This is an optimization exercise on Yosys and OpenROAD, whose aim is small area, a short achievable clock period and few clock cycles per item, not a production implementation.
Where RTL was checked, it was by simulation tests only, not by an equivalence proof against the original.
Power and IR drop assume default switching activity.

==> module power_calc, before the edit <==
module power_calc (
    input  logic        clk,
    input  logic        rst,
    input  logic        in_valid,
    input  logic [19:0] in_data_1,
    input  logic [2:0]  in_data_2,
    output logic        busy,
    output logic        out_valid,
    output logic [59:0] out_data
);
    logic [19:0] b_r;        
    logic [9:0]  a_r;        
    logic [2:0]  j_r;        
    logic [2:0]  rem_r;      
    logic        act_r;      
    logic        first_r;    
    logic        small_r;    
    logic        kzero_r;    
    logic        gate_r;     
    logic        stall_r;    
    logic        bsmall_r;   
    logic [2:0]  nlast_r;    
    logic        busy_r;
    logic [9:0]  ls_r;       
    logic [9:0]  lc_r;       
    logic [19:0] cs_r;       
    logic [19:0] cc_r;       
    logic        co_r;       
    logic        cv_r;       
    logic [2:0]  cj_r;       
    logic [2:0]  cj1_r;      
    logic        clast_r;    
    logic        cfin_r;     
    logic        ckz_r;      
    logic [59:0] acc_r;      
    logic        ov_r;
    logic [29:0] ts, tc;     
    logic [10:0] lo;         
    logic [19:0] hi;         
    logic [9:0]  wlo;        
    logic [19:0] whi;
    logic        last;
    logic        run;
    logic        tcyc;       
    logic        fin;
    logic        take;
    logic [59:0] view;       
    logic [9:0]  a_nxt;      
    logic [9:0]  a_base;     
    logic        a_lo;       
    logic        a_hi;       
    power_calc_csa u_csa (
        .a  (a_r),
        .b  (b_r),
        .cs (gate_r ? cs_r : 20'd0),
        .cc (gate_r ? cc_r : 20'd0),
        .s  (ts),
        .c  (tc)
    );
    logic [30:0] sum_x;
    logic [29:0] sum;
    assign sum_x = {cs_r, ls_r, co_r} + {cc_r, lc_r, co_r};
    assign sum   = sum_x[30:1];
    assign lo  = {sum[10] ^ cs_r[0] ^ cc_r[0], sum[9:0]};
    assign hi  = sum[29:10];
    assign wlo   = ckz_r ? 10'd0 : lo[9:0];
    assign whi   = ckz_r ? 20'd1 : hi;
    always_comb begin
        view = acc_r;
        if (cv_r) begin
            for (int i = 0; i < 6; i++) begin
                if (cj_r != 3'd0 && i == int'(cj_r) - 1) view[10*i +: 10] = wlo;
                if (clast_r && i == int'(cj_r))           view[10*i +: 10] = whi[9:0];
                if (clast_r && i == int'(cj_r) + 1)       view[10*i +: 10] = whi[19:10];
                if (clast_r && i > int'(cj_r) + 1)        view[10*i +: 10] = 10'd0;
            end
        end
    end
    assign last = (j_r == 3'd0) ? bsmall_r : (first_r | (j_r == nlast_r));
    assign tcyc = act_r & ~stall_r;
    assign run  = tcyc & ~small_r;
    assign fin  = tcyc & (small_r | (last & (rem_r == 3'd1)));
    assign take = in_valid & ~busy_r;
    always_comb begin
        if (first_r) begin
            a_nxt = b_r[19:10];
        end else begin
            case (j_r)
                3'd0:    a_nxt = acc_r[19:10];
                3'd1:    a_nxt = acc_r[29:20];
                3'd2:    a_nxt = acc_r[39:30];
                default: a_nxt = acc_r[49:40];
            endcase
        end
    end
    always_comb begin
        a_lo   = 1'b0;
        a_hi   = 1'b0;
        a_base = a_nxt;
        if (stall_r) begin
            a_lo = (cj_r == 3'd1);
            a_hi = (cj_r == 3'd0);
        end else if (last) begin
            a_base = acc_r[9:0];
            a_lo   = cv_r & (cj_r == 3'd1);
        end else begin
            a_lo   = cv_r & ~first_r & (j_r == 3'd0) & (cj_r == 3'd2);
        end
    end
    logic        act_nt, stall_nt, first_nt, last_nt, busy_nt, busy_new;
    logic [2:0]  j_nt, rem_nt, nlast_nt;
    assign act_nt   = act_r & ~fin;
    assign stall_nt = run & last & (rem_r != 3'd1) & (j_r[2:1] == 2'd0);
    assign j_nt     = run ? (last ? 3'd0 : j_r + 3'd1) : j_r;
    assign first_nt = first_r & ~(run & last);
    assign rem_nt   = (run & last) ? rem_r - 3'd1 : rem_r;
    logic        top;        
    assign top      = |hi[19:10];
    assign nlast_nt = (cv_r & clast_r) ? (top ? cj1_r : cj_r) : nlast_r;
    assign last_nt  = (j_nt == 3'd0) ? bsmall_r
                    : (first_nt | (~(cv_r & clast_r) & (j_nt == nlast_r)));
    assign busy_nt  = act_nt & (stall_nt | ~last_nt | (rem_nt != 3'd1));
    assign busy_new = ~((in_data_2 < 3'd2) | ((in_data_2 == 3'd2) & ~|in_data_1[19:10]));
    always_ff @(posedge clk) begin
        if (rst) begin
            act_r   <= 1'b0;
            stall_r <= 1'b0;
            busy_r  <= 1'b0;
            cv_r    <= 1'b0;
            co_r    <= 1'b0;
            ov_r    <= 1'b0;
        end else begin
            ov_r    <= cv_r & cfin_r;
            cv_r    <= tcyc;
            co_r    <= cv_r & ~clast_r & lo[10];
            stall_r <= stall_nt;
            act_r   <= take | act_nt;
            busy_r  <= take ? busy_new : busy_nt;
        end
    end
    always_ff @(posedge clk) begin
        if (cv_r) acc_r <= view;
        nlast_r <= nlast_nt;
        ls_r    <= ts[9:0];
        lc_r    <= tc[9:0];
        cs_r    <= ts[29:10];
        cc_r    <= tc[29:10];
        cj_r    <= small_r ? 3'd1 : j_r;
        cj1_r   <= small_r ? 3'd2 : j_r + 3'd1;
        clast_r <= small_r | last;
        cfin_r  <= small_r | (last & (rem_r == 3'd1));
        ckz_r   <= small_r & kzero_r;
        a_r     <= take ? ((in_data_2 < 3'd2) ? 10'd1 : in_data_1[9:0])
                        : (a_lo ? lo[9:0] : (a_hi ? hi[9:0] : a_base));
        j_r     <= j_nt;
        gate_r  <= (j_nt != 3'd0);
        first_r <= first_nt;
        rem_r   <= rem_nt;
        if (take) begin
            b_r      <= in_data_1;
            bsmall_r <= ~|in_data_1[19:10];
            j_r      <= 3'd0;
            gate_r   <= 1'b0;
            first_r  <= 1'b1;
            small_r  <= in_data_2 < 3'd2;
            kzero_r  <= in_data_2 == 3'd0;
            rem_r    <= (in_data_2 > 3'd5) ? 3'd4 : in_data_2 - 3'd1;
        end
    end
    assign busy      = busy_r;
    assign out_valid = ov_r;
    assign out_data  = acc_r;
endmodule
export LEC_CHECK = 0
export CAP_MARGIN = 20
export CORE_MARGIN = 2
export CORE_UTILIZATION = 40
export CTS_BUF_LIST = sky130_fd_sc_hd__clkbuf_8
export SLEW_MARGIN = 20
export SYNTH_HIERARCHICAL = 1
export SYNTH_MINIMUM_KEEP_SIZE = 0
create_clock -name core_clock -period 10.0 [get_ports {clk}]
standard.sh (not shown) runs the stock make flow with config.mk's settings and CLKGATE_MAP_FILE= SYNTH_SCRIPT=/design/flow/synth_recipe.tcl, a recipe that flattens the netlist after the stock synthesis.
==> flow/flow/run.sh <==
#!/bin/bash
set -euo pipefail
bash standard.sh SETUP_SLACK_MARGIN=6.5 "BUFFER_PORTS_ARGS=-buffer_cell sky130_fd_sc_hd__buf_2" finish > standard_flow.log 2>&1
Rerun with:
--- a/flow/design.v
+++ b/flow/design.v
@@ -29,5 +29,4 @@
     logic        cv_r;       
     logic [2:0]  cj_r;       
-    logic [2:0]  cj1_r;      
     logic        clast_r;    
     logic        cfin_r;     
@@ -117,5 +116,5 @@
     logic        top;        
     assign top      = |hi[19:10];
-    assign nlast_nt = (cv_r & clast_r) ? (top ? cj1_r : cj_r) : nlast_r;
+    assign nlast_nt = (cv_r & clast_r) ? cj_r + {2'd0, top} : nlast_r;
     assign last_nt  = (j_nt == 3'd0) ? bsmall_r
                     : (first_nt | (~(cv_r & clast_r) & (j_nt == nlast_r)));
@@ -147,5 +146,4 @@
         cc_r    <= tc[29:10];
         cj_r    <= small_r ? 3'd1 : j_r;
-        cj1_r   <= small_r ? 3'd2 : j_r + 3'd1;
         clast_r <= small_r | last;
         cfin_r  <= small_r | (last & (rem_r == 3'd1));
What happened:
- core utilization goes up by 0.24 points
- setup slack improves by 0.034 ns
- cell area decreases by about 1.7%
- worst hold slack improves by 0.036 ns
- routed wire length went up by 1.2%
- synthesized area goes down by 1.7%
- fmax went up by about 1%
- global-route usage goes up by 0.71 points
- clock-buffer cell count goes up by 2
- sequential power hardly moves
- synthesized cell count is lower by about 1.1%
- critical path depth goes up by 5
- non-clock buffer count goes down by 4
- clock skew drops by 0.012 ns
Testbench counts after the change, summed over its fixed seeds: cycles 12,967, items 1,920.
Function not checked in the first run of this note: the RTL went through the layout flow alone.

what the ideal ports hide:
In the flow no input, the clock included, has a driving cell. The finished layouts below were timed again as built, in two steps. Step 1 (the two cells are an assumption about what drives the block):
set clk [get_ports {clk}]
set_driving_cell -lib_cell sky130_fd_sc_hd__clkbuf_16 $clk
set_driving_cell -lib_cell sky130_fd_sc_hd__buf_2 [delete_from_list [all_inputs] $clk]
Step 2 also shifts input and output timing later by t, the mid clock arrival at the registers, as if the neighbouring blocks saw the same clock. a / b / c = ideal ports / drivers / drivers and shift; a / b = the first two.
run	t, ns	setup slack, ns	worst setup path at the end	latest minus earliest clock arrival (ns)	worst data-port slew with drivers (ns)
the first run	0.544	6.505 / 6.505 / 6.407	input to register	0.031 / 0.031	0.03
the second run	0.526	6.539 / 6.539 / 6.120	input to register	0.019 / 0.019	0.04
After both steps every run listed still meets setup and hold. The setup slack of the second run, which loses most, moves by 0.000 ns with the drivers and by -0.419 ns with both steps.
